Context: an optimization exercise on an open-source flow, tuned for small area, a short achievable clock period and few clock cycles. The choices shown serve that exercise and are no tape-out recipe. Function was checked by simulation only, so behaviour that the tests miss may differ from the original.

<file path="flow/constraint.sdc">
create_clock -name core_clock -period 220.0 [get_ports {clk_i}]
set_input_delay 44.0000 -clock core_clock [delete_from_list [all_inputs] [get_ports {clk_i}]]
set_output_delay 44.0000 -clock core_clock [all_outputs]
set_load 0.01 [all_outputs]
</file>
<file path="flow/design.v">
package raster_pkg;
    typedef logic signed [32-1:0] fix_t;
    typedef logic [$clog2(320 > 240 ? 320 : 240)-1:0] coord_t;
    typedef logic [$clog2(8 + 1)-1:0] count_t;
    typedef logic [6-1:0] addr_t;
    localparam fix_t FIX_ONE = fix_t'(1) <<< 16;
    localparam addr_t REG_CTRL     = 6'h00;
    localparam addr_t REG_STATUS   = 6'h04;
    localparam addr_t REG_V0X      = 6'h08;
    localparam addr_t REG_V0Y      = 6'h0C;
    localparam addr_t REG_V1X      = 6'h10;
    localparam addr_t REG_V1Y      = 6'h14;
    localparam addr_t REG_V2X      = 6'h18;
    localparam addr_t REG_V2Y      = 6'h1C;
    localparam addr_t REG_FRAG_POS = 6'h20;
    localparam addr_t REG_FRAG_L0  = 6'h24;
    localparam addr_t REG_FRAG_L1  = 6'h28;
    localparam addr_t REG_FRAG_L2  = 6'h2C;
    localparam addr_t REG_FRAG_POP = 6'h30;
endpackage
`timescale 1ns/1ps
module raster_top (
    input  logic                clk_i,
    input  logic                nrst_i,
    input  raster_pkg::addr_t   s_awaddr_i,
    input  logic                s_awvalid_i,
    output logic                s_awready_o,
    input  logic [31:0]         s_wdata_i,
    input  logic                s_wvalid_i,
    output logic                s_wready_o,
    output logic                s_bvalid_o,
    input  logic                s_bready_i,
    input  raster_pkg::addr_t   s_araddr_i,
    input  logic                s_arvalid_i,
    output logic                s_arready_o,
    output logic [31:0]         s_rdata_o,
    output logic                s_rvalid_o,
    input  logic                s_rready_i
);
    function automatic logic [47:0] rca48(input logic [47:0] a, input logic [47:0] b, input logic ci);
        logic c;
        c = ci;
        for (int i = 0; i < 48; i++) begin
            rca48[i] = a[i] ^ b[i] ^ c;
            c = (a[i] & b[i]) | (a[i] & c) | (b[i] & c);
        end
    endfunction
    function automatic logic [32:0] rca33(input logic [32:0] a, input logic [32:0] b, input logic ci);
        logic c;
        c = ci;
        for (int i = 0; i < 33; i++) begin
            rca33[i] = a[i] ^ b[i] ^ c;
            c = (a[i] & b[i]) | (a[i] & c) | (b[i] & c);
        end
    endfunction
    function automatic logic [31:0] rca32(input logic [31:0] a, input logic [31:0] b, input logic ci);
        logic c;
        c = ci;
        for (int i = 0; i < 32; i++) begin
            rca32[i] = a[i] ^ b[i] ^ c;
            c = (a[i] & b[i]) | (a[i] & c) | (b[i] & c);
        end
    endfunction
    function automatic logic [16:0] rca17(input logic [16:0] a, input logic [16:0] b, input logic ci);
        logic c;
        c = ci;
        for (int i = 0; i < 17; i++) begin
            rca17[i] = a[i] ^ b[i] ^ c;
            c = (a[i] & b[i]) | (a[i] & c) | (b[i] & c);
        end
    endfunction
    function automatic logic slt16(input logic [15:0] a, input logic [15:0] b);
        logic [16:0] d;
        d = rca17({a[15], a}, ~{b[15], b}, 1'b1);
        slt16 = d[16];
    endfunction
    localparam logic [31:0] ONE = 32'h0001_0000;
    logic [31:0] vx0, vy0, vx1, vy1, vx2, vy2;
    logic        bvalid_q, rvalid_q, rpend_q;
    logic [3:0]  rpaddr_q;
    logic [31:0] rdata_q;
    logic        start_q, pop_q, vwr_q;
    logic        busy_q, culled_q, fast_q, fresh_q, cdone_q, cullr_q;
    logic        walk_q, tval_q, krdy_q, tdrdy_q;
    logic [3:0]  cnt_q, skip_q;
    logic        headv_q;
    logic [5:0]  pcnt_q;
    logic        cpv_q;           
    logic [8:0]  cx_q, cy_q;
    logic [17:0] pp_q;            
    logic        ppv_q;
    logic [2:0]  qrp_q, nq_q;     
    logic [8:0]  sx_q, sy_q, hx_q, hy_q;
    logic [47:0] t0_q, t1_q, td1_q;
    logic [37:0] k1_q, k3_q;
    logic [42:0] td0_q;
    logic [31:0] hl0_q, hl1_q;
    localparam logic [4:0] Q_IDLE = 5'd0,  Q_DET1 = 5'd1,  Q_DET2 = 5'd2,  Q_CCHK = 5'd3,
                           Q_S1   = 5'd4,  Q_S2   = 5'd5,  Q_S3   = 5'd6,  Q_SCHK = 5'd7,
                           Q_E0A  = 5'd8,  Q_E0B  = 5'd9,  Q_E1A  = 5'd10, Q_E1B  = 5'd11,
                           Q_WAITR = 5'd12, Q_T0P = 5'd13, Q_T1P  = 5'd14, Q_K1P  = 5'd15,
                           Q_K3P  = 5'd16, Q_D0A  = 5'd17, Q_D0B  = 5'd18, Q_TD0P = 5'd19,
                           Q_D1A  = 5'd20, Q_D1B  = 5'd21, Q_TD1P = 5'd22, Q_DONE = 5'd23,
                           Q_POS  = 5'd24;
    logic [4:0]  seq_q;
    logic        rc_q;           
    logic        first_q;        
    logic [1:0]  chunk_q;
    logic [47:0] acc_q;
    localparam logic [1:0] D_IDLE = 2'd0, D_ITER = 2'd1, D_NEG = 2'd2, D_RDY = 2'd3;
    logic [1:0]  dst_q;
    logic [31:0] r_q;       
    logic [5:0]  dcnt_q;
    logic        dsign_q;
    logic [15:0] ix0, ix1, ix2, iy0, iy1, iy2;
    logic [15:0] ixmin, ixmax, iymin, iymax;
    logic        lx01, lx02, lx12, ly01, ly02, ly12;
    logic [8:0]  bx0, bx1, by0, by1;
    logic [16:0] xspan, yspan;
    logic        fast_c, inrange;
    assign ix0 = vx0[31:16]; assign ix1 = vx1[31:16]; assign ix2 = vx2[31:16];
    assign iy0 = vy0[31:16]; assign iy1 = vy1[31:16]; assign iy2 = vy2[31:16];
    assign lx01 = slt16(ix0, ix1); assign lx02 = slt16(ix0, ix2); assign lx12 = slt16(ix1, ix2);
    assign ly01 = slt16(iy0, iy1); assign ly02 = slt16(iy0, iy2); assign ly12 = slt16(iy1, iy2);
    assign ixmin = lx01 ? (lx02 ? ix0 : ix2) : (lx12 ? ix1 : ix2);
    assign ixmax = lx01 ? (lx12 ? ix2 : ix1) : (lx02 ? ix2 : ix0);
    assign iymin = ly01 ? (ly02 ? iy0 : iy2) : (ly12 ? iy1 : iy2);
    assign iymax = ly01 ? (ly12 ? iy2 : iy1) : (ly02 ? iy2 : iy0);
    function automatic logic [8:0] clampi(input logic [15:0] v, input logic [8:0] lm1);
        if (v[15]) clampi = 9'd0;
        else if (v > {7'd0, lm1}) clampi = lm1;
        else clampi = v[8:0];
    endfunction
    assign bx0 = clampi(ixmin, 9'd319);
    assign bx1 = clampi(ixmax, 9'd319);
    assign by0 = clampi(iymin, 9'd239);
    assign by1 = clampi(iymax, 9'd239);
    assign xspan = rca17({ixmax[15], ixmax}, ~{ixmin[15], ixmin}, 1'b1);
    assign yspan = rca17({iymax[15], iymax}, ~{iymin[15], iymin}, 1'b1);
    assign fast_c = (xspan < 17'd32) && (yspan < 17'd32) && !ixmax[15] && !iymax[15]
                    && (ixmin[15] || ixmin < 16'd320) && (iymin[15] || iymin < 16'd240);
    assign inrange = (vx0[31] == vx0[30]) && (vy0[31] == vy0[30]) && (vx1[31] == vx1[30])
                     && (vy1[31] == vy1[30]) && (vx2[31] == vx2[30]) && (vy2[31] == vy2[30]);
    logic        prod;           
    logic [3:0]  asel, bsel;
    logic [2:0]  vsel;
    logic [31:0] opa, opb;
    logic [47:0] opv;
    always_comb begin
        prod = 1'b1;
        asel = 4'd0; bsel = 4'd0; vsel = 3'd0;
        case (seq_q)
            Q_DET1: begin asel = 4'd0; bsel = 4'd0; vsel = 3'd0; end   
            Q_DET2: begin asel = 4'd1; bsel = 4'd1; vsel = 3'd4; end   
            Q_S1:   begin asel = 4'd3; bsel = 4'd4; vsel = 3'd0; end   
            Q_S2:   begin asel = 4'd4; bsel = 4'd5; vsel = 3'd4; end   
            Q_S3:   begin asel = 4'd1; bsel = 4'd6; vsel = 3'd4; end   
            Q_E0A:  begin asel = 4'd0; bsel = 4'd2; vsel = 3'd0; end   
            Q_E0B:  begin asel = 4'd1; bsel = 4'd3; vsel = 3'd4; end   
            Q_E1A:  begin asel = 4'd2; bsel = 4'd2; vsel = 3'd0; end   
            Q_E1B:  begin asel = 4'd3; bsel = 4'd3; vsel = 3'd4; end   
            Q_T0P:  begin asel = 4'd5; bsel = 4'd7; vsel = 3'd0; end   
            Q_T1P:  begin asel = 4'd6; bsel = 4'd7; vsel = 3'd0; end   
            Q_K1P:  begin asel = 4'd0; bsel = 4'd7; vsel = 3'd0; end   
            Q_K3P:  begin asel = 4'd2; bsel = 4'd7; vsel = 3'd0; end   
            Q_D0A:  begin asel = 4'd1; bsel = 4'd9; vsel = 3'd0; end   
            Q_D0B:  begin asel = 4'd0; bsel = 4'd8; vsel = 3'd4; end   
            Q_TD0P: begin asel = 4'd7; bsel = 4'd7; vsel = 3'd0; end   
            Q_D1A:  begin asel = 4'd3; bsel = 4'd9; vsel = 3'd0; end   
            Q_D1B:  begin asel = 4'd2; bsel = 4'd8; vsel = 3'd4; end   
            Q_TD1P: begin asel = 4'd8; bsel = 4'd7; vsel = 3'd0; end   
            Q_POS:  begin asel = 4'd9; bsel = wslot[0] ? 4'd10 : 4'd9; vsel = 3'd0; end   
            default: prod = 1'b0;
        endcase
    end
    logic [31:0] ap, aq;
    always_comb begin
        ap = vy1; aq = vy2;
        case (asel)
            4'd0: begin ap = vy1; aq = vy2; end    
            4'd1: begin ap = vx2; aq = vx1; end    
            4'd2: begin ap = vy2; aq = vy0; end    
            4'd3: begin ap = vx0; aq = vx2; end    
            4'd4: begin ap = vx1; aq = vx0; end    
            default: ;
        endcase
    end
    logic [31:0] adiff;
    assign adiff = rca32(ap, ~aq, 1'b1);
    always_comb begin
        case (asel)
            4'd5: opa = t0_q[47:16];
            4'd6: opa = t1_q[47:16];
            4'd7: opa = td0_q[31:0];
            4'd8: opa = td1_q[31:0];
            4'd9: opa = {14'd0, pp_q};
            default: opa = adiff;
        endcase
    end
    logic [31:0] bp, bq;
    logic        bsub;
    always_comb begin
        bp = vx0; bq = vx2; bsub = 1'b1;
        case (bsel)
            4'd0: begin bp = vx0; bq = vx2; bsub = 1'b1; end
            4'd1: begin bp = vy0; bq = vy2; bsub = 1'b1; end
            4'd2: begin bp = {7'd0, sx_q, 16'd0}; bq = vx2; bsub = 1'b1; end
            4'd3: begin bp = {7'd0, sy_q, 16'd0}; bq = vy2; bsub = 1'b1; end
            4'd4: begin bp = vy0; bq = vy2; bsub = 1'b0; end
            4'd5: begin bp = vy1; bq = vy0; bsub = 1'b0; end
            4'd6: begin bp = vy2; bq = vy1; bsub = 1'b0; end
            default: ;
        endcase
    end
    logic [31:0] bsum;
    logic [9:0]  bwd;
    assign bsum = rca32(bp, bsub ? ~bq : bq, bsub);
    assign bwd = {1'b0, bx0} - {1'b0, bx1};
    always_comb begin
        case (bsel)
            4'd7: opb = r_q;
            4'd8: opb = {{22{bwd[9]}}, bwd};
            4'd9: opb = 32'd1;
            4'd10: opb = 32'h0004_0000;
            default: opb = bsum;
        endcase
    end
    always_comb begin
        opv = (vsel != 3'd0) ? td1_q : 48'd0;
    end
    logic        nz1, nz2, nz3;
    logic [1:0]  hib, cur;
    logic [8:0]  win;
    logic        last;
    assign nz1 = !((opb[15:7] == 9'h000) || (opb[15:7] == 9'h1FF));
    assign nz2 = !((opb[23:15] == 9'h000) || (opb[23:15] == 9'h1FF));
    assign nz3 = !((opb[31:23] == 9'h000) || (opb[31:23] == 9'h1FF));
    assign hib = nz3 ? 2'd3 : nz2 ? 2'd2 : nz1 ? 2'd1 : 2'd0;
    assign cur = first_q ? hib : chunk_q;
    always_comb begin
        case (cur)
            2'd0: win = {opb[7:0], 1'b0};
            2'd1: win = opb[15:7];
            2'd2: win = opb[23:15];
            default: win = opb[31:23];
        endcase
    end
    assign last = (cur == 2'd0);
    function automatic logic [34:0] brow(input logic [31:0] a, input logic [2:0] w);
        logic one, two, neg;
        logic [33:0] mag;
        one = w[0] ^ w[1];
        two = (w[2] & !w[1] & !w[0]) | (!w[2] & w[1] & w[0]);
        neg = w[2] & !(w[1] & w[0]);
        mag = one ? {{2{a[31]}}, a} : two ? {a[31], a, 1'b0} : 34'd0;
        brow = {neg, mag ^ {34{neg}}};
    endfunction
    logic [34:0] br0, br1, br2, br3;
    logic [3:0]  negs;
    logic [47:0] rows0, r1, r2, r3;
    assign br0 = brow(opa, win[2:0]);
    assign br1 = brow(opa, win[4:2]);
    assign br2 = brow(opa, win[6:4]);
    assign br3 = brow(opa, win[8:6]);
    assign negs = {br3[34], br2[34], br1[34], br0[34]};
    assign rows0 = {br0[33] ? 15'h7FAB : 15'h7FAC, br0[32:0]};
    assign r1 = {12'd0, !br1[33], br1[32:0], 1'b0, negs[0]};
    assign r2 = {10'd0, !br2[33], br2[32:0], 1'b0, negs[1], 2'd0};
    assign r3 = {8'd0, !br3[33], br3[32:0], 1'b0, negs[2], 4'd0};
    logic [47:0] ash, vadd;
    assign ash = first_q ? {40'd0, 1'b0, negs[3], 6'd0} : {acc_q[39:0], 1'b0, negs[3], 6'd0};
    assign vadd = last ? opv : 48'd0;
    logic [47:0] s1a, c1a, s1b, c1b, s2, c2, s3, c3, acc_n;
    always_comb begin
        s1a = rows0 ^ r1 ^ r2;
        c1a = ((rows0 & r1) | (rows0 & r2) | (r1 & r2)) << 1;
        s1b = r3 ^ ash ^ vadd;
        c1b = ((r3 & ash) | (r3 & vadd) | (ash & vadd)) << 1;
        s2 = s1a ^ c1a ^ s1b;
        c2 = ((s1a & c1a) | (s1a & s1b) | (c1a & s1b)) << 1;
        s3 = s2 ^ c2 ^ c1b;
        c3 = ((s2 & c2) | (s2 & c1b) | (c2 & c1b)) << 1;
    end
    assign acc_n = rca48(s3, c3, 1'b0);
    logic pdone;                 
    assign pdone = prod && last;
    logic [47:0] acc_tr;         
    assign acc_tr = {acc_n[47:16], 16'd0};
    logic [31:0] det;
    assign det = acc_q[47:16];
    logic [32:0] dx, dy, ddiff;
    always_comb begin
        dx = 33'd0; dy = {1'b0, r_q};
        if (seq_q == Q_CCHK) begin dx = 33'd0; dy = {det[31], det}; end
        else if (dst_q == D_ITER) begin dx = {1'b0, k3_q[31:0]}; dy = {1'b0, k1_q[31:0]}; end
    end
    assign ddiff = rca33(dx, ~dy, 1'b1);
    logic [31:0] adet;
    assign adet = det[31] ? ddiff[31:0] : det;
    logic [4:0]  dp;
    logic [15:0] h16; logic [7:0] h8; logic [3:0] h4; logic [1:0] h2;
    assign dp[4] = |adet[31:16]; assign h16 = dp[4] ? adet[31:16] : adet[15:0];
    assign dp[3] = |h16[15:8];   assign h8 = dp[3] ? h16[15:8] : h16[7:0];
    assign dp[2] = |h8[7:4];     assign h4 = dp[2] ? h8[7:4] : h8[3:0];
    assign dp[1] = |h4[3:2];     assign h2 = dp[1] ? h4[3:2] : h4[1:0];
    assign dp[0] = h2[1];
    logic amb, cull_fast;
    assign amb = (det == 32'h0000_0000) || (det == 32'hFFFF_FFFF) || (det == 32'hFFFF_FFFE)
                 || (det == 32'hFFFF_FFFD) || (det == 32'h8000_0000) || (det == 32'h7FFF_FFFF)
                 || (det == 32'h7FFF_FFFE) || (det == 32'h7FFF_FFFD);
    assign cull_fast = !ddiff[31];
    logic [31:0] l0, l1, l2;
    logic        cov, at_xend, at_end, evalp, move_ok, isnew, full, proc, park, adv, inc;
    logic [3:0]  cnt_e, cnt_n, skip_d;
    logic        hv_e, cap_h, rewind;
    logic [4:0]  rel, rel_n;
    assign l0 = t0_q[47:16];
    assign l1 = t1_q[47:16];
    assign l2 = rca32(l0, l1, 1'b0);
    assign cov = !l0[31] && !l1[31] && (l2[31] ? ((l2[30:17] != 14'd0) || (l2[16] && (l2[15:0] != 16'd0)))
                                               : ((l2[30:17] == 14'd0) && (!l2[16] || (l2[15:0] == 16'd0))));
    assign at_xend = (sx_q == bx1);
    assign at_end = at_xend && (sy_q == by1);
    assign evalp = walk_q && tval_q && (krdy_q || !fast_q);
    assign move_ok = at_end || !fast_q || !at_xend || tdrdy_q;
    assign cnt_e = cnt_q - {3'd0, pop_q};
    assign hv_e = headv_q && !pop_q;
    assign isnew = cov && (skip_q == 4'd0);
    assign full = isnew && (cnt_e == 4'd8);
    assign rel = {1'b0, cnt_e} - {1'b0, skip_q};
    assign proc = evalp && !full;
    assign park = cov && (rel == 5'd1) && hv_e && (pcnt_q != 6'd63);
    assign adv = proc && !park && move_ok;
    assign inc = proc && isnew;
    assign cap_h = proc && cov && (rel == 5'd0) && !hv_e;
    assign cnt_n = cnt_e + {3'd0, inc};
    assign skip_d = skip_q + {3'd0, inc} - {3'd0, adv && cov};
    assign rel_n = {1'b0, cnt_n} - {1'b0, skip_d};
    logic        push, at_c, rw_fast, rw_slow, qtake, pcancel;
    logic [2:0]  wslot, qnext;
    logic [3:0]  wsum;
    logic [17:0] qold;
    assign push = !fast_q && inc && (rel != 5'd0) && (rel != 5'd1);
    assign at_c = proc && cov && (rel == 5'd1);
    assign wsum = {1'b0, qrp_q} + {1'b0, nq_q};
    assign wslot = (wsum >= 4'd6) ? wsum[2:0] - 3'd6 : wsum[2:0];
    assign qnext = (qrp_q == 3'd5) ? 3'd0 : qrp_q + 3'd1;
    always_comb begin
        case (qrp_q)
            3'd0: qold = k1_q[17:0];
            3'd1: qold = k1_q[35:18];
            3'd2: qold = k3_q[17:0];
            3'd3: qold = k3_q[35:18];
            3'd4: qold = td0_q[17:0];
            default: qold = td0_q[35:18];
        endcase
    end
    assign qtake = pop_q && !fast_q && (nq_q != 3'd0);                
    assign pcancel = pop_q && !fast_q && (nq_q == 3'd0) && ppv_q;      
    assign rw_fast = fast_q && pop_q && headv_q && !cap_h && !rel_n[4] && (rel_n != 5'd0);
    assign rw_slow = !fast_q && pop_q && !cap_h && (cnt_n != 4'd0);
    assign rewind = rw_fast || rw_slow;
    logic        tstep;
    logic [47:0] t0_step, t1_step;
    assign tstep = adv && !at_end && fast_q;
    assign t0_step = rca48(t0_q, !tstep ? 48'd0 : at_xend ? {{5{td0_q[42]}}, td0_q} : {{10{k1_q[37]}}, k1_q}, 1'b0);
    assign t1_step = rca48(t1_q, !tstep ? 48'd0 : at_xend ? td1_q : {{10{k3_q[37]}}, k3_q}, 1'b0);
    logic wr, rd, head_wait;
    logic [31:0] rmux, fmux;
    logic [3:0]  ra;
    logic arbsy_q, awrdy_q, arrdy_q;
    assign s_awready_o = awrdy_q;
    assign s_wready_o = awrdy_q;
    assign s_arready_o = arrdy_q;
    assign s_bvalid_o = bvalid_q;
    assign s_rvalid_o = rvalid_q;
    assign s_rdata_o = rdata_q;
    assign wr = s_awvalid_i && s_wvalid_i && awrdy_q;
    assign rd = s_arvalid_i && arrdy_q;
    assign head_wait = (cnt_q != 4'd0) && !headv_q;
    logic [31:0] hl2;
    assign hl2 = rca32(~hl0_q, ~hl1_q, 1'b1) + 32'h0001_0001;
    logic [31:0] pos;
    assign pos = {(cnt_q != 4'd0), 6'd0, hy_q, 7'd0, hx_q};
    always_comb begin
        case (rpaddr_q)
            4'd2: fmux = vx0;
            4'd3: fmux = vy0;
            4'd4: fmux = vx1;
            4'd5: fmux = vy1;
            4'd6: fmux = vx2;
            4'd7: fmux = vy2;
            4'd8: fmux = pos;
            4'd9: fmux = hl0_q;
            4'd10: fmux = hl1_q;
            default: fmux = hl2;
        endcase
    end
    assign ra = s_araddr_i[5:2];
    always_comb begin
        if (ra[3]) begin
            if (ra[2]) rmux = 32'd0;
            else case (ra[1:0])
                2'd0: rmux = pos;
                2'd1: rmux = hl0_q;
                2'd2: rmux = hl1_q;
                default: rmux = hl2;
            endcase
        end else rmux = (ra[2:0] == 3'd1) ? {20'd0, cnt_q, 6'd0, culled_q, busy_q} : 32'd0;
    end
    logic pwait, rslow;
    assign pwait = (rpaddr_q[3:2] == 2'b10) && head_wait;
    assign rslow = (!ra[3] && (ra[2] || ra[1])) || (ra[3:2] == 2'b10 && head_wait);
    always_ff @(posedge clk_i or negedge nrst_i) begin
        if (!nrst_i) begin
            bvalid_q <= 1'b0;
            rvalid_q <= 1'b0;
            arbsy_q <= 1'b0;
            awrdy_q <= 1'b0;
            arrdy_q <= 1'b0;
            rpend_q <= 1'b0;
            start_q <= 1'b0;
            pop_q <= 1'b0;
            vwr_q <= 1'b0;
        end else begin
            if (wr) bvalid_q <= 1'b1;
            else if (s_bready_i) bvalid_q <= 1'b0;
            awrdy_q <= !(wr || (bvalid_q && !s_bready_i));
            arrdy_q <= !(rd || (arbsy_q && !(!rpend_q && rvalid_q && s_rready_i)));
            start_q <= wr && (s_awaddr_i[5:2] == 4'd0) && s_wdata_i[0];
            pop_q <= wr && (s_awaddr_i[5:2] == 4'd12) && (cnt_q != 4'd0);
            vwr_q <= wr && !s_awaddr_i[5] && (s_awaddr_i[4] || s_awaddr_i[3]);
            if (rd) begin
                arbsy_q <= 1'b1;
                if (rslow) rpend_q <= 1'b1;
                else rvalid_q <= 1'b1;
            end else if (rpend_q) begin
                if (!pwait) begin
                    rpend_q <= 1'b0;
                    rvalid_q <= 1'b1;
                end
            end else if (rvalid_q && s_rready_i) begin
                rvalid_q <= 1'b0;
                arbsy_q <= 1'b0;
            end
        end
    end
    always_ff @(posedge clk_i) begin
        if (!arbsy_q) begin
            rdata_q <= rmux;
            rpaddr_q <= ra;
        end else if (rpend_q && !pwait) rdata_q <= fmux;
        if (wr) begin
            case (s_awaddr_i[5:2])
                4'd2: vx0 <= s_wdata_i;
                4'd3: vy0 <= s_wdata_i;
                4'd4: vx1 <= s_wdata_i;
                4'd5: vy1 <= s_wdata_i;
                4'd6: vx2 <= s_wdata_i;
                4'd7: vy2 <= s_wdata_i;
                default: ;
            endcase
        end
    end
    logic go, restart, cull_now, cull_ev;
    assign go = start_q && !busy_q;
    assign restart = vwr_q || (go && !fresh_q);
    assign cull_ev = ((seq_q == Q_CCHK) && inrange && !amb) || (seq_q == Q_SCHK);
    assign cull_now = (seq_q == Q_CCHK) ? cull_fast : !acc_q[47];
    always_ff @(posedge clk_i or negedge nrst_i) begin
        if (!nrst_i) begin
            busy_q <= 1'b0;
            culled_q <= 1'b0;
            fast_q <= 1'b0;
            fresh_q <= 1'b0;
            cdone_q <= 1'b0;
            cullr_q <= 1'b0;
            walk_q <= 1'b0;
            tval_q <= 1'b0;
            krdy_q <= 1'b0;
            tdrdy_q <= 1'b0;
            cnt_q <= 4'd0;
            skip_q <= 4'd0;
            headv_q <= 1'b0;
            pcnt_q <= 6'd0;
            cpv_q <= 1'b0;
            ppv_q <= 1'b0;
            qrp_q <= 3'd0;
            nq_q <= 3'd0;
            seq_q <= Q_IDLE;
            rc_q <= 1'b0;
            first_q <= 1'b1;
            chunk_q <= 2'd0;
            dst_q <= D_IDLE;
        end else begin
            if (prod) begin
                if (last) first_q <= 1'b1;
                else begin
                    first_q <= 1'b0;
                    chunk_q <= cur - 2'd1;
                end
            end
            case (seq_q)
                Q_DET2: if (pdone) seq_q <= Q_CCHK;
                Q_CCHK: begin
                    if (!inrange || amb) seq_q <= Q_S1;
                    else seq_q <= cull_fast ? Q_IDLE : Q_E0A;
                    if (adet[31:16] == 16'd0) fast_q <= 1'b0;
                end
                Q_S3: if (pdone) seq_q <= Q_SCHK;
                Q_SCHK: seq_q <= cull_now ? Q_IDLE : Q_E0A;
                Q_E1B: if (pdone) seq_q <= (dst_q == D_RDY || rc_q) ? Q_T0P : Q_WAITR;
                Q_WAITR: if (dst_q == D_RDY) seq_q <= Q_T0P;
                Q_T1P: if (pdone) begin
                    tval_q <= 1'b1;
                    seq_q <= !fast_q ? Q_DONE : rc_q ? Q_D1A : Q_K1P;
                end
                Q_K3P: if (pdone) begin
                    krdy_q <= 1'b1;
                    seq_q <= Q_D0A;
                end
                Q_TD1P: if (pdone) begin
                    tdrdy_q <= 1'b1;
                    seq_q <= Q_DONE;
                end
                Q_POS: if (pdone) seq_q <= Q_DONE;
                Q_DONE: if (ppv_q && !pcancel) seq_q <= Q_POS;
                else if (walk_q && !tval_q && !rewind) begin
                    seq_q <= Q_E0A;
                    rc_q <= 1'b1;
                    if (fast_q) tdrdy_q <= 1'b0;
                end
                Q_IDLE: ;
                default: if (pdone) seq_q <= seq_q + 5'd1;
            endcase
            if ((rewind && rc_q && seq_q != Q_IDLE && seq_q != Q_POS) || (pcancel && seq_q == Q_POS)) begin
                seq_q <= Q_DONE;
                first_q <= 1'b1;
            end
            if (cull_ev) begin
                cdone_q <= 1'b1;
                cullr_q <= cull_now;
            end
            case (dst_q)
                D_IDLE: if (seq_q == Q_CCHK) dst_q <= (det == 32'd0) ? D_RDY : D_ITER;
                D_ITER: if (dcnt_q == 6'd1) dst_q <= D_NEG;
                D_NEG: dst_q <= D_RDY;
                default: ;
            endcase
            cnt_q <= cnt_n;
            if (cap_h) headv_q <= 1'b1;
            else if (pop_q) headv_q <= 1'b0;
            if (evalp && park) begin
                if (pcnt_q != 6'd63) pcnt_q <= pcnt_q + 6'd1;
            end else pcnt_q <= 6'd0;
            if (at_c) cpv_q <= 1'b1;
            else if (pop_q) cpv_q <= qtake || pcancel;
            if (push) ppv_q <= 1'b1;
            else if (pcancel || (seq_q == Q_POS && pdone)) ppv_q <= 1'b0;
            if (qtake) qrp_q <= qnext;
            if (qtake && !(seq_q == Q_POS && pdone)) nq_q <= nq_q - 3'd1;
            else if (!qtake && seq_q == Q_POS && pdone) nq_q <= nq_q + 3'd1;
            if (rewind) begin
                skip_q <= cpv_q ? cnt_n : cnt_n + 4'd1;
                walk_q <= 1'b1;
                tval_q <= 1'b0;        
            end else begin
                skip_q <= skip_d;
                if (adv) begin
                    if (at_end) begin
                        walk_q <= 1'b0;
                        if (skip_d == 4'd0) busy_q <= 1'b0;
                    end else if (!fast_q) tval_q <= 1'b0;
                end
            end
            if (busy_q && cull_ev && cull_now) begin
                busy_q <= 1'b0;
                culled_q <= 1'b1;
                walk_q <= 1'b0;
            end
            if (restart) begin
                seq_q <= Q_DET1;
                rc_q <= 1'b0;
                first_q <= 1'b1;
                dst_q <= D_IDLE;
                tval_q <= 1'b0;
                krdy_q <= 1'b0;
                tdrdy_q <= 1'b0;
                cdone_q <= 1'b0;
                fast_q <= fast_c;
                fresh_q <= 1'b1;
                walk_q <= 1'b0;
            end
            if (go) begin
                fresh_q <= 1'b0;
                cnt_q <= 4'd0;
                skip_q <= 4'd0;
                cpv_q <= 1'b0;
                ppv_q <= 1'b0;
                qrp_q <= 3'd0;
                nq_q <= 3'd0;
                headv_q <= 1'b0;
                if (fresh_q && ((cdone_q && cullr_q) || (cull_ev && cull_now))) begin
                    busy_q <= 1'b0;
                    culled_q <= 1'b1;
                    walk_q <= 1'b0;
                end else begin
                    busy_q <= 1'b1;
                    culled_q <= 1'b0;
                    walk_q <= 1'b1;
                end
            end
        end
    end
    always_ff @(posedge clk_i) begin
        acc_q <= acc_n;         
        t0_q <= (pdone && (seq_q == Q_E0B || seq_q == Q_T0P)) ? acc_n : t0_step;
        t1_q <= (pdone && (seq_q == Q_E1B || seq_q == Q_T1P)) ? acc_n : t1_step;
    end
    always_ff @(posedge clk_i) begin
        if (restart) begin
            sx_q <= bx0;
            sy_q <= by0;
        end else begin
            if (at_c) begin
                cx_q <= sx_q;
                cy_q <= sy_q;
            end else if (qtake) begin
                cx_q <= qold[17:9];
                cy_q <= qold[8:0];
            end else if (pcancel) begin
                cx_q <= pp_q[17:9];
                cy_q <= pp_q[8:0];
            end
            if (push) pp_q <= {sx_q, sy_q};
            if (seq_q == Q_POS && pdone) begin
                case (wslot)
                    3'd0: k1_q[17:0] <= acc_n[17:0];
                    3'd1: k1_q[35:18] <= acc_n[35:18];
                    3'd2: k3_q[17:0] <= acc_n[17:0];
                    3'd3: k3_q[35:18] <= acc_n[35:18];
                    3'd4: td0_q[17:0] <= acc_n[17:0];
                    default: td0_q[35:18] <= acc_n[35:18];
                endcase
            end
            if (rewind) begin
                sx_q <= cpv_q ? cx_q : hx_q;
                sy_q <= cpv_q ? cy_q : hy_q;
            end else begin
                if (adv && !at_end) begin
                    if (at_xend) begin
                        sx_q <= bx0;
                        sy_q <= sy_q + 9'd1;
                    end else sx_q <= sx_q + 9'd1;
                end
            end
            if (pdone) begin
                case (seq_q)
                    Q_DET1, Q_S1, Q_S2, Q_E0A, Q_E1A: td1_q <= acc_tr;
                    Q_D0A, Q_D1A, Q_D1B, Q_TD1P: td1_q <= acc_n;
                    Q_D0B, Q_TD0P: td0_q <= acc_n[42:0];
                    Q_K1P: k1_q <= acc_n[37:0];
                    Q_K3P: k3_q <= acc_n[37:0];
                    default: ;
                endcase
            end
            if (cap_h) begin
                hx_q <= sx_q; hy_q <= sy_q;
                hl0_q <= l0; hl1_q <= l1;
            end
            if (seq_q == Q_CCHK) begin
                k1_q[31:0] <= adet;
                k3_q[31:0] <= 32'd1 << dp;
                dcnt_q <= 6'd33 - {1'b0, dp};
                dsign_q <= det[31];
                r_q <= 32'd0;
            end else if (dst_q == D_ITER) begin
                k3_q[31:0] <= (ddiff[32] ? k3_q[31:0] : ddiff[31:0]) << 1;
                r_q <= {r_q[30:0], !ddiff[32]};
                dcnt_q <= dcnt_q - 6'd1;
            end else if (dst_q == D_NEG) begin
                if (dsign_q) r_q <= ddiff[31:0];
            end
        end
    end
endmodule
</file>
<file path="flow/config.mk">
export PLATFORM = sky130hd
export DESIGN_NAME = raster_top
export DESIGN_NICKNAME = raster_top
export VERILOG_FILES = /design/flow/design.v
export SDC_FILE = /design/flow/constraint.sdc
export NUM_CORES = 8
export LEC_CHECK = 0
export ABC_AREA = 1
export ABC_CLOCK_PERIOD_IN_PS = 40000
export CAP_MARGIN = 0
export CELL_PAD_IN_SITES_DETAIL_PLACEMENT = 1
export CELL_PAD_IN_SITES_GLOBAL_PLACEMENT = 2
export CORE_MARGIN = 2
export CORE_UTILIZATION = 35
export CTS_CLUSTER_DIAMETER = 150
export CTS_CLUSTER_SIZE = 16
export GPL_ROUTABILITY_DRIVEN = 1
export SLEW_MARGIN = 0
</file>
<file path="flow/flow/run.sh">
#!/bin/bash
# Own flow: the standard layout (standard.sh, unchanged synthesis) with
# two changes: port buffers are buf_2 instead of the default delay buffer,
# and the timing repair steps improve every path whose slack is below the
# margin, so the paths from the inputs and to the outputs get sized too.
set -o pipefail
export BUFFER_PORTS_ARGS="-buffer_cell sky130_fd_sc_hd__buf_2"
export SETUP_SLACK_MARGIN=174.8
bash standard.sh > standard.log 2>&1
</file>
<file path="flow/standard.sh">
#!/bin/bash
# synth_recipe.tcl (not shown) runs the flow's synth.tcl, then flattens the netlist and writes it again
# the make line also repeats each setting of config.mk as NAME=value (left out here)
make -C /OpenROAD-flow-scripts/flow DESIGN_CONFIG=/design/flow/config.mk WORK_HOME=/design/flow/orfs CLKGATE_MAP_FILE= SYNTH_SCRIPT=/design/flow/synth_recipe.tcl "${@:-finish}"
</file>
==> out/metrics.csv, run 1 <==
stage,metric,value,unit
layout,Seq. cell area,21300,sq um
layout,Layout area overhead,8.66,%
worst_setup_path,Critical Path RT,176000,ps
cts,CTS tree,done,
detailed_routing,vias per inst,5.97,
synth,Post-synth EDFFs,570,
cts,maximum buffer depth of the clock tree,3,
worst_setup_path,FF-to-FF End,t0_q[47],
layout,share of cells above drive strength 1,6.82,%
detailed_routing,Routed Antenna Nets,0,
layout,area of the multi-input gates,34300,sq um
hold_path,Hold Path Cell Cnt,1,
global_route,vias in the first global route,57100,
synth,Yosys top cell by area,edfxtp_1,
run,Max-cap violations,0,
run_status,status,timing/DRC/antenna clean,
hold_path,HP Start,pcnt_q[0],
timing,final setup vio count,0,
placement,HPWL after DPL,267000,um
die,Ports,88,
die,Starting Density,35.2,%
layout,Nets,7829,
global_route,first-pass GRT wire length,471000,um
die,Cell Rows,153,
timing,crit share post-route,20.7,%
timing,final slew viol count,0,
detailed_routing,final WL,340000,um
synth,Synth Net Count,7876,
die,Core Box Area,174000,sq um
timing,Clock Skews,43.8,ps
detailed_routing,wire length per cell,35.4,um
timing,worst-margin pin slew,1220,ps
synth,Syn Inst Count,7274,
global_route,all-layer global routing usage,37.6,%
worst_setup_path,Critical Path Max Stage Delay,640,ps
timing,RSZ-0062 raised after global routing,yes,
synth,"Seq/Total Area, Yosys",34.9,%
synth,Post-Syn Area per Cell,8.40,sq um
synth,Synth top area share,28.0,%
timing,Fmax,21.9,MHz
cts,worst skew pair latency,800,ps
placement,buffers added on ports,83,
worst_setup_path,crit-path leading delay family,flip-flops,
hold_path,Hold EP,pcnt_q[0],
die,Die Area,178000,sq um
synth,Post-Syn Area,61100,sq um
worst_setup_path,FF-to-FF Start,seq_q[0],
worst_setup_path,number of buffers and inverters on the critical path,1,
synth,synth unique cells,76,
die,Die X,422,um
cts,TritonCTS Buffers,54,
worst_setup_path,slowest CP cell,edfxtp_1,
worst_setup_path,Setup crit end kind,output port,
synth,Synth area leaders,"edfxtp_1, fa_1, nand2_1",
synth,YS warnings,1,
detailed_routing,vias,57400,
detailed_routing,Starting DRT DRC Count,6082,
worst_setup_path,"Max FO, Critical Path",1,
placement,GP Congestion,0.989,
cts,clock root cell,clkbuf_16,
worst_setup_path,reg-to-reg setup timing slack,176910,ps
die,Die Ht,422,um
worst_setup_path,crit path cell chain,buf_2,
cts,Post-CTS Hold Fix Bufs,0,
layout,# fillers,20500,
worst_setup_path,Critical Path AT,1630,ps
worst_setup_path,startpoint types,flop,
global_route,initial antenna violation count,37,
timing,"Hold Vio Cnt, Final",0,
global_route,GRT overflow,0,
timing,minimum clock period,45630,ps
synth,Async SR Flop Fraction,6.91,%
timing,setup_tns,0,ps
cts,clock sinks,767,
synth,Synth Flop Type,edfxtp_1,
cts,clock transition at the registers of the reported paths,100,ps
detailed_routing,# DRC,0,
detailed_routing,DRT Pass-1 Iters,6,
synth,post-synthesis register bit count,767,
worst_setup_path,crit path kind,flop to output port,
cts,Max H-tree Level,2,
timing,Slew headroom,17.7,%
global_route,largest net degree at the start of global routing,96,
worst_setup_path,Worst Reg2Reg Path Length in Cells,141,
hold_path,Hold WC Path Type,flop to flop,
==> sequential cells by signal (all words and copies together) (netlist names), 38 cells and up <==
name / cells
td1_q: 48
k3_q: 38
t1_q: 48
k1_q: 38
td0_q: 43
t0_q: 48
acc_q: 48
==> layout by cell type (no fill, tap or decap), drive strengths merged, types with 71 or more instances in the layout <==
cell    instances
inv          1127
clkbuf         94
o211ai        108
ha             97
dfxtp         144
edfxtp        570
xnor2          75
nand3         221
buf           281
xor2          158
a22oi         106
o22ai         271
nand2        1268
nor2          492
o221ai         71
a21oi         251
o21ai         875
a221oi        115
fa            454
==> stage by stage <==
stage               utilization [%]  hold slack, ps  setup WS (ps)  instance area, sq um  cells
global route                   38.2             511         174420                 66400   9597
global placement               37.2             448         173030                 64600   9485
finish                         38.2             476         174370                 66400   9604
detailed placement             37.2             463         173060                 64600   9485
floorplan                         -             433         174290                 61200   7274
CTS                            38.2             477         174370                 66300   9595
==> how the worst max path moves through the flow <==
stage	from	to	cells past startpoint
after floorplan	s_awaddr_i[2]	vy0[0]	2
after global placement	s_araddr_i[3]	rdata_q[28]	7
after detailed placement	s_araddr_i[3]	rdata_q[28]	7
after CTS	rdata_q[30]	s_rdata_o[30]	1
after global routing	rdata_q[19]	s_rdata_o[19]	1
final	rdata_q[19]	s_rdata_o[19]	1
==> synth_stat cells, types with 13 or more instances <==
cell / count
clkbuf_1: 296
xnor2_1: 75
nor3_1: 43
buf_1: 24
a31oi_1: 31
nor4_1: 39
o21ai_1: 157
xor2_1: 157
edfxtp_1: 570
dfxtp_1: 144
o211ai_1: 108
nand2_2: 16
o21ai_0: 715
nand3_1: 221
inv_2: 29
a221oi_1: 115
a21oi_1: 248
a22oi_1: 105
ha_1: 97
o32ai_1: 13
dfrtp_1: 52
nor2_1: 480
a211oi_1: 57
nand4_1: 55
o2111ai_1: 56
nand2_1: 1250
o22ai_1: 271
o221ai_1: 71
inv_1: 1098
buf_2: 53
fa_1: 454
==> routing by layer <==
metal  up-vias  wire length, um  global-route usage (%)
li1      24800                -                       -
met1     29700           139000                    48.2
met2      2246           155000                    59.8
met3       582            21200                    5.78
met4        32            24800                    23.0
met5         -              193                       0
==> what timing repair did <==
item | 4_1_cts | 5_1_grt
endpoints found under the hold margin | 0 | 0
setup buffers | 8 | 2
pin swaps | 1 | 4
endpoints found under the setup margin | 68 | 48
gates resized for setup | 30 | 8
cloned | 1 | 0
==> area by class of cell <==
class / count / area share, %
timing repair buffer: 281 / 2.92
inverter: 1140 / 6.50
sequential: 767 / 32.1
timing repair inverter: 1 / 0.0113
antenna: 7 / 0.0264
clock buffer: 94 / 2.26
tap: 2325 / 4.38
clock inverter: 7 / 0.122
multi-input combinational: 4982 / 51.7
==> logic make-up (layout without fill, tap and decap cells) <==
logic type / count (synthesis) / after routing / synth area share, %
simple gates: 2151 / 2151 / 14.6
compound gates: 2040 / 2040 / 20.6
fa+ha+maj: 552 / 552 / 16.9
buf+inv: 1525 / 1523 / 9.59
mux: 6 / 6 / 0.100
xor+xnor: 233 / 233 / 3.35
other cells: 0 / 7 / 0
flops: 767 / 767 / 34.9
Testbench counts, summed over its fixed seeds: cycles 33,684.
==> run 2: changes to the inputs <==
--- a/flow/config.mk
+++ b/flow/config.mk
@@ -8,5 +8,5 @@
 export ABC_AREA = 1
 export ABC_CLOCK_PERIOD_IN_PS = 40000
-export CAP_MARGIN = 0
+export CAP_MARGIN = 20
 export CELL_PAD_IN_SITES_DETAIL_PLACEMENT = 1
 export CELL_PAD_IN_SITES_GLOBAL_PLACEMENT = 2
@@ -16,3 +16,3 @@
 export CTS_CLUSTER_SIZE = 16
 export GPL_ROUTABILITY_DRIVEN = 1
-export SLEW_MARGIN = 0
+export SLEW_MARGIN = 20
==> out/metrics.csv, run 2 <==
stage,metric,value,unit
worst_setup_path,Setup crit end kind,output port,
die,Ports,88,
layout,Layout area overhead,8.73,%
synth,Post-Syn Area,61100,sq um
die,Die Ht,422,um
timing,final setup vio count,0,
cts,clock root cell,clkbuf_16,
timing,setup_tns,0,ps
cts,maximum buffer depth of the clock tree,3,
synth,Post-synth EDFFs,570,
synth,Synth area leaders,"edfxtp_1, fa_1, nand2_1",
detailed_routing,vias,57500,
cts,Max H-tree Level,2,
timing,minimum clock period,45610,ps
timing,Slew headroom,12.9,%
hold_path,Hold WC Path Type,flop to flop,
detailed_routing,DRT Pass-1 Iters,6,
global_route,largest net degree at the start of global routing,96,
die,Starting Density,35.2,%
placement,HPWL after DPL,267000,um
placement,GP Congestion,0.989,
synth,Synth Flop Type,edfxtp_1,
worst_setup_path,"Max FO, Critical Path",1,
layout,area of the multi-input gates,34300,sq um
die,Cell Rows,153,
timing,hold_ws,469,ps
synth,post-synthesis register bit count,767,
cts,CTS tree,done,
placement,post-placement setup slack,173050,ps
placement,buffers added on ports,83,
worst_setup_path,Critical Path RT,176000,ps
worst_setup_path,startpoint types,flop,
detailed_routing,Starting DRT DRC Count,5980,
synth,Post-Syn Area per Cell,8.40,sq um
detailed_routing,Routed Antenna Nets,0,
layout,# fillers,20600,
worst_setup_path,slowest CP cell,edfxtp_1,
synth,"Seq/Total Area, Yosys",34.9,%
timing,Clock Skews,66.3,ps
cts,TritonCTS Buffers,54,
timing,"Hold Vio Cnt, Final",0,
layout,Seq. cell area,21300,sq um
detailed_routing,final WL,340000,um
layout,share of cells above drive strength 1,6.83,%
global_route,GRT overflow,0,
detailed_routing,# DRC,0,
worst_setup_path,crit path kind,flop to output port,
synth,Async SR Flop Fraction,6.91,%
layout,"commonest cells after routing, fill and taps aside","nand2_1, inv_1, o21ai_0",
synth,Yosys top cell by area,edfxtp_1,
timing,final worst slack,174390,ps
synth,Synth Net Count,7876,
synth,Syn Inst Count,7274,
synth,Commonest cells post-synth,"nand2_1, inv_1, o21ai_0",
timing,RSZ-0062 raised after global routing,yes,
cts,clock transition at the registers of the reported paths,90,ps
timing,Fmax,21.9,MHz
global_route,initial antenna violation count,43,
cts,worst skew pair latency,790,ps
die,Die Area,178000,sq um
layout,"commonest non-fill, non-tap cell in the layout",nand2_1,
worst_setup_path,crit path cell chain,buf_2,
worst_setup_path,crit-path leading delay family,flip-flops,
worst_setup_path,Critical Path AT,1610,ps
die,Core Box Area,174000,sq um
global_route,first-pass GRT wire length,471000,um
synth,top-count cell post-synth,nand2_1,
synth,Synth top area share,28.0,%
global_route,all-layer global routing usage,37.6,%
global_route,vias in the first global route,57100,
worst_setup_path,number of buffers and inverters on the critical path,1,
layout,Nets,7832,
synth,YS warnings,1,
timing,crit share post-route,20.7,%
worst_setup_path,Critical Path Max Stage Delay,620,ps
timing,worst-margin pin slew,1310,ps
run_status,status,timing/DRC/antenna clean,
synth,synth unique cells,76,
cts,clock sinks,767,
die,Die X,422,um
run,Max-cap violations,0,
detailed_routing,wire length per cell,35.4,um
detailed_routing,vias per inst,5.99,
timing,final slew viol count,0,
==> run 2: area by class of cell <==
type	instances	area share [%]
Clock buffer	96	2.29
Clock inverter	6	0.117
Sequential cell	767	32.1
Tap cell	2325	4.38
Antenna cell	11	0.0414
Inverter	1140	6.49
Timing Repair Buffer	284	2.98
Multi-Input combinational cell	4982	51.6
Timing Repair inverter	1	0.0113
==> run 2: metal layers <==
layer | global-route usage, % | wire length (um) | part of all wire, %
met5 | 0 | 247 | 0.073
met4 | 23.7 | 26100 | 7.7
met3 | 5.92 | 22100 | 6.5
met2 | 59.6 | 154000 | 45
met1 | 47.9 | 137000 | 40
==> run 2: path summary, 6_finish.rpt <==
check,to,startpoint,slack [ps],depth (start not counted)
max,s_rdata_o[30],rdata_q[30],174390,1
min,pcnt_q[0],pcnt_q[0],470,1
max reg2reg,t0_q[47],seq_q[0],177120,141
min reg2reg,pcnt_q[0],pcnt_q[0],470,1
max in group asynchronous,arbsy_q,nrst_i,176030,1
min in group asynchronous,seq_q[0],nrst_i,43340,1
==> run 2: cell families after synthesis <==
logic type | after synthesis | synth area share [%]
xor gates and xnor gates | 233 | 3.35
adders and majority gates | 552 | 16.9
AOI/OAI and AO/OA | 2040 | 20.6
DFF | 767 | 34.9
buffers and inverters | 1525 | 9.59
and+or+nand+nor | 2151 | 14.6
muxes | 6 | 0.100
==> run 2: repair_timing <==
item,4_1_cts,5_1_grt
gates resized for setup,29,6
hold buffers,0,0
cloned,1,0
pin swaps,1,1
hold endpoints to repair,0,0
buffers inserted,9,3
setup endpoints to repair,68,51
==> run 2: metrics by stage <==
step	cells	utilization, %	area, sq um
final	9612	38.3	66400
after global routing	9601	38.2	66400
after CTS	9597	38.2	66300
after detailed placement	9485	37.2	64600
after global placement	9485	37.2	64600
after floorplan	7274	-	61200
==> run 3: changes to the inputs <==
--- a/flow/config.mk
+++ b/flow/config.mk
@@ -14,5 +14,5 @@
 export CORE_UTILIZATION = 35
 export CTS_CLUSTER_DIAMETER = 150
-export CTS_CLUSTER_SIZE = 16
+export CTS_CLUSTER_SIZE = 20
 export GPL_ROUTABILITY_DRIVEN = 1
 export SLEW_MARGIN = 20
==> out/metrics.csv, run 3 <==
stage,metric,value,unit
run_status,status,timing/DRC/antenna clean,
timing,crit share post-route,20.7,%
cts,CTS tree,done,
detailed_routing,final WL,339000,um
timing,final worst slack,174430,ps
timing,Slew headroom,15.5,%
die,Die Ht,422,um
synth,Synth Area in Adders,16.9,%
global_route,vias in the first global route,57100,
layout,# fillers,20600,
cts,clock transition at the registers of the reported paths,90,ps
die,Die X,422,um
synth,Synth top area share,28.0,%
placement,buffers added on ports,83,
layout,Nets,7825,
die,Die Area,178000,sq um
detailed_routing,vias,57400,
worst_setup_path,"Max FO, Critical Path",1,
global_route,all-layer global routing usage,37.5,%
global_route,GRT overflow,0,
cts,clock root cell,clkbuf_16,
timing,RSZ-0062 raised after global routing,yes,
detailed_routing,# DRC,0,
synth,mux share of post-synthesis cell area,0.100,%
synth,top-count cell post-synth,nand2_1,
die,Core Box Area,174000,sq um
synth,main combinational cell family by area after synthesis,compound AO/OA/AOI/OAI gates,
synth,synth unique cells,76,
worst_setup_path,crit path cell chain,buf_2,
global_route,largest net degree at the start of global routing,96,
die,Ports,88,
synth,Synth area leaders,"edfxtp_1, fa_1, nand2_1",
synth,YS warnings,1,
worst_setup_path,Critical Path Max Stage Delay,610,ps
detailed_routing,vias per inst,5.99,
timing,final slew viol count,0,
timing,"Hold Vio Cnt, Final",0,
global_route,initial antenna violation count,43,
cts,worst skew pair latency,770,ps
worst_setup_path,slowest CP cell,edfxtp_1,
layout,share of cells above drive strength 1,6.80,%
layout,"commonest non-fill, non-tap cell in the layout",nand2_1,
detailed_routing,Routed Antenna Nets,0,
synth,Syn Inst Count,7274,
synth,Synth Net Count,7876,
die,Cell Rows,153,
worst_setup_path,Critical Path AT,1570,ps
layout,"commonest cells after routing, fill and taps aside","nand2_1, inv_1, o21ai_0",
synth,Async SR Flop Fraction,6.91,%
synth,Post-Syn Area,61100,sq um
worst_setup_path,crit path kind,flop to output port,
timing,worst-margin pin slew,1260,ps
synth,"Seq/Total Area, Yosys",34.9,%
synth,Commonest cells post-synth,"nand2_1, inv_1, o21ai_0",
timing,minimum clock period,45570,ps
run,Max-cap violations,0,
detailed_routing,Starting DRT DRC Count,5985,
placement,HPWL after DPL,267000,um
cts,Post-CTS Hold Fix Bufs,0,
synth,Post-synth EDFFs,570,
timing,Clock Skews,63.4,ps
worst_setup_path,startpoint types,flop,
worst_setup_path,crit-path leading delay family,flip-flops,
worst_setup_path,Setup crit end kind,output port,
timing,final setup vio count,0,
global_route,first-pass GRT wire length,470000,um
synth,Post-Synth Simple-Gate Area,14.6,%
synth,Post-Synth XOR/XNOR Area,3.35,%
detailed_routing,DRT Pass-1 Iters,6,
synth,Yosys top cell by area,edfxtp_1,
synth,post-synthesis register bit count,767,
cts,Max H-tree Level,2,
placement,post-placement setup slack,173050,ps
hold_path,Hold WC Path Type,flop to flop,
synth,Synth Flop Type,edfxtp_1,
synth,Post-Syn Area per Cell,8.40,sq um
synth,post-synthesis compound-gate area fraction,20.6,%
timing,setup_tns,0,ps
cts,maximum buffer depth of the clock tree,3,
cts,TritonCTS Buffers,46,
cts,clock sinks,767,
worst_setup_path,number of buffers and inverters on the critical path,1,
die,Starting Density,35.2,%
placement,GP Congestion,0.989,
timing,Fmax,21.9,MHz
layout,Layout area overhead,8.40,%
detailed_routing,wire length per cell,35.4,um
worst_setup_path,Critical Path RT,176000,ps
==> run 3: cell counts after synthesis <==
Identical to the previous run, type by type.
==> run 3: kinds of logic after synthesis <==
logic type / after synthesis
XOR/XNOR: 233
AND/OR/NAND/NOR: 2151
AO/OA/AOI/OAI: 2040
adder cells (fa/ha/maj): 552
flip-flops: 767
multiplexers: 6
buffers and inverters: 1525
==> run 3: final timing paths <==
| path | from | endpoint | slack (ps) | cells past startpoint |
|---|---|---|---|---|
| max reg2reg | seq_q[0] | t0_q[47] | 177020 | 139 |
| min | pcnt_q[0] | pcnt_q[0] | 470 | 1 |
| min in group asynchronous | nrst_i | qrp_q[0] | 43360 | 1 |
| max in group asynchronous | nrst_i | rpend_q | 176020 | 1 |
| min reg2reg | pcnt_q[0] | pcnt_q[0] | 470 | 1 |
| max | rdata_q[30] | s_rdata_o[30] | 174430 | 1 |
==> run 3: layer usage <==
metal / global-route usage, % / vias to the layer above / wire, um
met5: 0 / - / 253
met4: 23.5 / 44 / 25900
met3: 6.06 / 598 / 22900
met2: 59.5 / 2159 / 154000
met1: 47.8 / 29900 / 136000
li1: - / 24800 / -
==> run 3: what timing repair did <==
item                                    in CTS  in global routing
gates cloned                                 1                  0
buffers inserted                             9                  4
endpoints found under the setup margin      68                 50
pin swaps                                    1                  2
gates resized for setup                     29                  6
==> run 3: cell type report <==
cell class,instances,area [sq um],area share (%)
diodes,7,17.5,0.0264
clock buffers,76,1280,1.94
clock inverters,10,101,0.153
inverters,1140,4310,6.51
multi-input cells,4982,34300,51.8
flip-flops and latches,767,21300,32.2
well taps,2325,2910,4.39
repair buffers,285,1990,3.00
repair inverters,1,7.51,0.0113
==> run 3: stage by stage <==
step	area, sq um	instances	utilization, %	hold slack [ps]
floorplan	61200	7274	-	433
global placement	64600	9485	37.2	448
detailed placement	64600	9485	37.2	455
CTS	66100	9581	38.1	469
global route	66200	9587	38.1	496
finish	66200	9593	38.1	471
==> run 4: changes to the inputs <==
--- a/flow/config.mk
+++ b/flow/config.mk
@@ -14,5 +14,6 @@
 export CORE_UTILIZATION = 35
 export CTS_CLUSTER_DIAMETER = 150
-export CTS_CLUSTER_SIZE = 20
+export CTS_CLUSTER_SIZE = 16
 export GPL_ROUTABILITY_DRIVEN = 1
+export GPL_TIMING_DRIVEN = 0
 export SLEW_MARGIN = 20
==> out/metrics.csv, run 4 <==
stage,metric,value,unit
cts,clock transition at the registers of the reported paths,90,ps
layout,"commonest non-fill, non-tap cell in the layout",nand2_1,
timing,worst-margin pin slew,1310,ps
cts,maximum buffer depth of the clock tree,3,
die,Core Box Area,174000,sq um
timing,"Hold Vio Cnt, Final",0,
cts,clock sinks,767,
layout,Nets,8065,
global_route,largest net degree at the start of global routing,47,
synth,YS warnings,1,
synth,Yosys top cell by area,edfxtp_1,
placement,post-placement setup slack,173210,ps
worst_setup_path,crit-path leading delay family,flip-flops,
worst_setup_path,Worst Reg2Reg Path Length in Cells,137,
layout,"commonest cells after routing, fill and taps aside","nand2_1, inv_1, o21ai_0",
timing,setup_tns,0,ps
synth,Syn Inst Count,7274,
layout,Seq. cell area,21300,sq um
global_route,initial antenna violation count,44,
detailed_routing,wire length per cell,39.0,um
synth,top-count cell post-synth,nand2_1,
timing,minimum clock period,45540,ps
worst_setup_path,Critical Path End,s_rdata_o[30],
worst_setup_path,Critical Path AT,1540,ps
hold_path,Hold WC Path Type,flop to flop,
synth,Commonest cells post-synth,"nand2_1, inv_1, o21ai_0",
worst_setup_path,reg-to-reg setup timing slack,176840,ps
synth,Synth Net Count,7876,
layout,Layout area overhead,9.86,%
layout,final core occ,38.7,%
run,Max-cap violations,0,
timing,final setup vio count,0,
run_status,status,timing/DRC/antenna clean,
synth,Async SR Flop Fraction,6.91,%
worst_setup_path,FF-to-FF End,t0_q[47],
die,Die Area,178000,sq um
worst_setup_path,slowest CP cell,edfxtp_1,
synth,Post-Syn Area per Cell,8.40,sq um
cts,TritonCTS Buffers,55,
worst_setup_path,Setup crit end kind,output port,
worst_setup_path,FF-to-FF Start,seq_q[0],
synth,synth unique cells,76,
global_route,first-pass GRT wire length,517000,um
cts,worst skew pair latency,780,ps
detailed_routing,Routed Antenna Nets,0,
die,Starting Density,35.2,%
global_route,all-layer global routing usage,42.0,%
layout,share of cells above drive strength 1,5.41,%
die,Cell Rows,153,
worst_setup_path,number of buffers and inverters on the critical path,1,
detailed_routing,Starting DRT DRC Count,7657,
worst_setup_path,crit path kind,flop to output port,
global_route,vias in the first global route,60200,
global_route,GRT overflow,0,
die,Ports,88,
detailed_routing,vias,61200,
detailed_routing,vias per inst,6.22,
worst_setup_path,Critical Path Max Stage Delay,580,ps
synth,post-synthesis register bit count,767,
timing,Fmax,22.0,MHz
die,Die X,422,um
worst_setup_path,"Max FO, Critical Path",1,
timing,final slew viol count,0,
synth,Synth Flop Type,edfxtp_1,
worst_setup_path,Critical Path RT,176000,ps
cts,clock root cell,clkbuf_16,
placement,buffers added on ports,83,
timing,final worst slack,174460,ps
worst_setup_path,startpoint types,flop,
synth,Post-synth EDFFs,570,
detailed_routing,# DRC,0,
synth,Post-Syn Area,61100,sq um
placement,HPWL after DPL,316000,um
synth,"Seq/Total Area, Yosys",34.9,%
cts,Max H-tree Level,2,
placement,GP Congestion,1.06,
timing,Slew headroom,11.5,%
timing,crit share post-route,20.7,%
cts,Post-CTS Hold Fix Bufs,0,
synth,Synth area leaders,"edfxtp_1, fa_1, nand2_1",
timing,RSZ-0062 raised after global routing,yes,
layout,area of the multi-input gates,34200,sq um
synth,Synth top area share,28.0,%
detailed_routing,DRT Pass-1 Iters,8,
detailed_routing,final WL,384000,um
worst_setup_path,Worst Setup SP,rdata_q[30],
worst_setup_path,crit path cell chain,buf_6,
die,Die Ht,422,um
timing,Clock Skews,63.0,ps
cts,CTS tree,done,
layout,# fillers,20700,
worst_setup_path,Crit path depth,1,
==> run 4: worst min path at each step <==
stage | cells after the start | slack [ps] | to | startpoint
after CTS | 1 | 480 | pcnt_q[0] | pcnt_q[0]
after floorplan | 1 | 430 | pcnt_q[0] | pcnt_q[0]
final | 1 | 480 | pcnt_q[0] | pcnt_q[0]
after detailed placement | 1 | 470 | pcnt_q[0] | pcnt_q[0]
after global placement | 1 | 450 | pcnt_q[0] | pcnt_q[0]
after global routing | 1 | 500 | pcnt_q[0] | pcnt_q[0]
==> run 4: layout make-up <==
cell class                      instances  share of cell area (%)
Buffer                                385                    2.41
Timing Repair Buffer                  132                    1.67
Inverter                             1140                    6.39
Tap cell                             2325                    4.33
Clock buffer                          100                    2.41
Multi-Input combinational cell       4982                    50.9
Antenna cell                           12                  0.0447
Sequential cell                       767                    31.8
Clock inverter                          4                  0.0801
==> run 4: worst reg2reg max path: cells and delay by family (launching register included) <==
kind	cells	cell delay, ps
AO/OA/AOI/OAI	8	3110
XOR/XNOR	7	1560
adder cells (fa/ha/maj)	79	30890
buffers and inverters	28	3990
flip-flops	1	470
AND/OR/NAND/NOR	15	3020
==> run 4: kinds of logic (layout without fill, tap and decap cells) <==
| group | count (synthesis) | in the layout | share of synthesized area, % |
|---|---|---|---|
| muxes | 6 | 6 | 0.100 |
| xor gates and xnor gates | 233 | 233 | 3.35 |
| other | 0 | 12 | 0 |
| and+or+nand+nor | 2151 | 2151 | 14.6 |
| AOI/OAI and AO/OA | 2040 | 2040 | 20.6 |
| adders and majority gates | 552 | 552 | 16.9 |
| buffers and inverters | 1525 | 1761 | 9.59 |
| DFF | 767 | 767 | 34.9 |
==> run 4: through the flow <==
step	cell area, sq um	std cells	hold WS [ps]
after floorplan	61200	7274	433
after global placement	64500	9682	448
after detailed placement	65300	9724	465
after CTS	67100	9833	484
after global routing	67100	9835	503
final	67100	9847	483
==> run 4: what timing repair did <==
item	4_1_cts	5_1_grt
setup buffers	5	1
endpoints found under the setup margin	77	63
pin swaps	3	2
gates resized for setup	26	9
==> run 4: routing by layer <==
metal	global-route usage, %	wire (um)
met1	51.8	146000
met4	31.8	36300
met5	0	240
met2	65.2	169000
met3	8.10	31800
==> run 5: changes to the inputs <==
--- a/flow/config.mk
+++ b/flow/config.mk
@@ -13,7 +13,4 @@
 export CORE_MARGIN = 2
 export CORE_UTILIZATION = 35
-export CTS_CLUSTER_DIAMETER = 150
-export CTS_CLUSTER_SIZE = 16
 export GPL_ROUTABILITY_DRIVEN = 1
-export GPL_TIMING_DRIVEN = 0
 export SLEW_MARGIN = 20
==> out/metrics.csv, run 5 <==
stage,metric,value,unit
cts,CTS tree,done,
synth,Commonest cells post-synth,"nand2_1, inv_1, o21ai_0",
synth,Post-Syn Area per Cell,8.40,sq um
synth,Async SR Flop Fraction,6.91,%
synth,synth unique cells,76,
global_route,all-layer global routing usage,37.7,%
placement,HPWL after DPL,267000,um
layout,# fillers,20500,
die,Starting Density,35.2,%
worst_setup_path,crit-path leading delay family,flip-flops,
placement,GP Congestion,0.989,
detailed_routing,wire length per cell,35.2,um
cts,clock transition at the registers of the reported paths,60,ps
worst_setup_path,"Max FO, Critical Path",1,
worst_setup_path,number of buffers and inverters on the critical path,1,
die,Cell Rows,153,
die,Ports,88,
die,Die Ht,422,um
cts,worst skew pair latency,780,ps
worst_setup_path,reg-to-reg setup timing slack,177080,ps
worst_setup_path,Worst Reg2Reg Path Length in Cells,141,
detailed_routing,DRT Pass-1 Iters,6,
cts,clock root cell,clkbuf_16,
layout,share of cells above drive strength 1,7.99,%
synth,Synth Flop Type,edfxtp_1,
cts,TritonCTS Buffers,99,
worst_setup_path,Setup crit end kind,output port,
synth,top-count cell post-synth,nand2_1,
layout,"commonest non-fill, non-tap cell in the layout",nand2_1,
layout,"commonest cells after routing, fill and taps aside","nand2_1, inv_1, o21ai_0",
timing,setup_tns,0,ps
worst_setup_path,FF-to-FF End,t0_q[47],
hold_path,Hold WC Path Type,flop to flop,
placement,buffers added on ports,83,
global_route,GRT overflow,0,
hold_path,Hold EP,pcnt_q[0],
timing,Clock Skews,38.9,ps
synth,post-synthesis register bit count,767,
timing,crit share post-route,20.7,%
hold_path,Hold Path Cell Cnt,1,
die,Die Area,178000,sq um
layout,Nets,7878,
timing,final setup vio count,0,
timing,worst-margin pin slew,1260,ps
timing,final slew viol count,0,
synth,Yosys top cell by area,edfxtp_1,
timing,minimum clock period,45590,ps
worst_setup_path,slowest CP cell,edfxtp_1,
global_route,vias in the first global route,57700,
worst_setup_path,startpoint types,flop,
detailed_routing,vias per inst,5.97,
synth,Synth Net Count,7876,
worst_setup_path,crit path kind,flop to output port,
die,Die X,422,um
timing,Fmax,21.9,MHz
timing,Slew headroom,15.9,%
cts,maximum buffer depth of the clock tree,3,
global_route,largest net degree at the start of global routing,96,
synth,Synth area leaders,"edfxtp_1, fa_1, nand2_1",
synth,YS warnings,1,
global_route,first-pass GRT wire length,472000,um
worst_setup_path,Critical Path RT,176000,ps
synth,Synth top area share,28.0,%
worst_setup_path,FF-to-FF Start,seq_q[0],
detailed_routing,Starting DRT DRC Count,6252,
synth,"Seq/Total Area, Yosys",34.9,%
timing,RSZ-0062 raised after global routing,yes,
detailed_routing,# DRC,0,
synth,Post-synth EDFFs,570,
detailed_routing,Routed Antenna Nets,0,
synth,Syn Inst Count,7274,
placement,Post-Place Cells,9485,
die,Core Box Area,174000,sq um
timing,hold_ws,464,ps
worst_setup_path,Critical Path Max Stage Delay,610,ps
worst_setup_path,crit path cell chain,buf_2,
layout,Finished Layout Cells,9693,
hold_path,HP Start,pcnt_q[0],
synth,Post-Syn Area,61100,sq um
detailed_routing,final WL,341000,um
timing,"Hold Vio Cnt, Final",0,
run,Max-cap violations,0,
detailed_routing,vias,57900,
worst_setup_path,Critical Path AT,1590,ps
run_status,status,timing/DRC/antenna clean,
layout,Layout area overhead,11.5,%
global_route,initial antenna violation count,39,
cts,Max H-tree Level,3,
cts,clock sinks,767,
==> run 5: cell counts after synthesis <==
Identical to the previous run, type by type.
==> run 5: how the worst max path moves through the flow <==
stage	startpoint	endpoint	slack, ps	cells past startpoint
after floorplan	s_awaddr_i[2]	vy0[0]	174290	2
after global placement	s_araddr_i[3]	rdata_q[28]	173030	7
after detailed placement	s_araddr_i[3]	rdata_q[28]	173050	7
after CTS	rdata_q[30]	s_rdata_o[30]	174370	1
after global routing	rdata_q[30]	s_rdata_o[30]	174420	1
final	rdata_q[30]	s_rdata_o[30]	174410	1
==> run 5: what timing repair did <==
item	in CTS	in global routing
setup endpoints to repair	68	50
endpoints found under the hold margin	0	0
hold buffers	0	0
resized for setup	27	7
buffers inserted	9	4
gates cloned	1	0
pin swaps	0	2
==> run 5: layer usage <==
layer	vias to the layer above	part of all wire (%)	track usage [%]
met5	-	0.079	0
li1	24900	-	-
met1	29900	40	48.0
met3	720	6.4	6.09
met4	42	8.1	24.8
met2	2324	45	59.2
==> run 5: cell type report <==
class	instances	area (sq um)	area share [%]
clock inverters	59	604	0.887
flip-flops and latches	767	21300	31.3
clock buffers	126	2660	3.91
repair buffers	285	1980	2.91
inverters	1140	4310	6.33
well taps	2325	2910	4.27
diodes	8	20.0	0.0294
multi-input cells	4982	34300	50.3
repair inverters	1	7.51	0.0110
==> run 5: cells by family after synthesis <==
| logic type | share of synthesized area [%] |
|---|---|
| compound gates | 20.6 |
| mux | 0.100 |
| fa+ha+maj | 16.9 |
| flops | 34.9 |
| xor+xnor | 3.35 |
| simple gates | 14.6 |
| buf+inv | 9.59 |
==> run 5: per-stage QoR <==
step	setup WS, ps	cell area [sq um]	utilization [%]
6_report	174410	68100	39.2
3_5_place_dp	173050	64600	37.2
4_1_cts	174370	68000	39.2
3_3_place_gp	173030	64600	37.2
2_1_floorplan	174290	61200	-
5_1_grt	174420	68100	39.2

==> static timing again, ports no longer ideal <==
How much do the figures lean on ideal ports? The routed layouts below were timed once more, with nothing changed but the port constraints.
Step 1 assumes that a clkbuf_16 drives the clock port and a buf_2 every other input.
Step 2 adds t to the input delays and takes it off the output delays; t is the mean of the earliest and latest rising clock arrival at the registers after step 1. Input paths then give back, and output paths get back, about the clock's delay inside the block.
a / b / c = ideal / step 1 / step 2; a / b = the first two.
run	t, ns	slack for setup (ns)	worst setup path after step 2	slew at the worst register clock pin (ns)	pins driven straight from the clock port
run 1	0.857	174.366 / 174.282 / 174.050	input to register	0.10 / 0.10	1
run 2	0.853	174.386 / 174.293 / 173.989	input to register	0.10 / 0.10	1
run 3	0.834	174.426 / 174.334 / 174.058	input to register	0.11 / 0.11	1
run 4	0.836	174.457 / 174.368 / 174.011	input to register	0.10 / 0.10	1
run 5	0.845	174.406 / 174.320 / 174.030	input to register	0.07 / 0.07	1
After both steps every run listed still meets setup and hold. The setup slack of run 4, which loses most, moves by -0.089 ns with the drivers and by -0.446 ns with both steps.
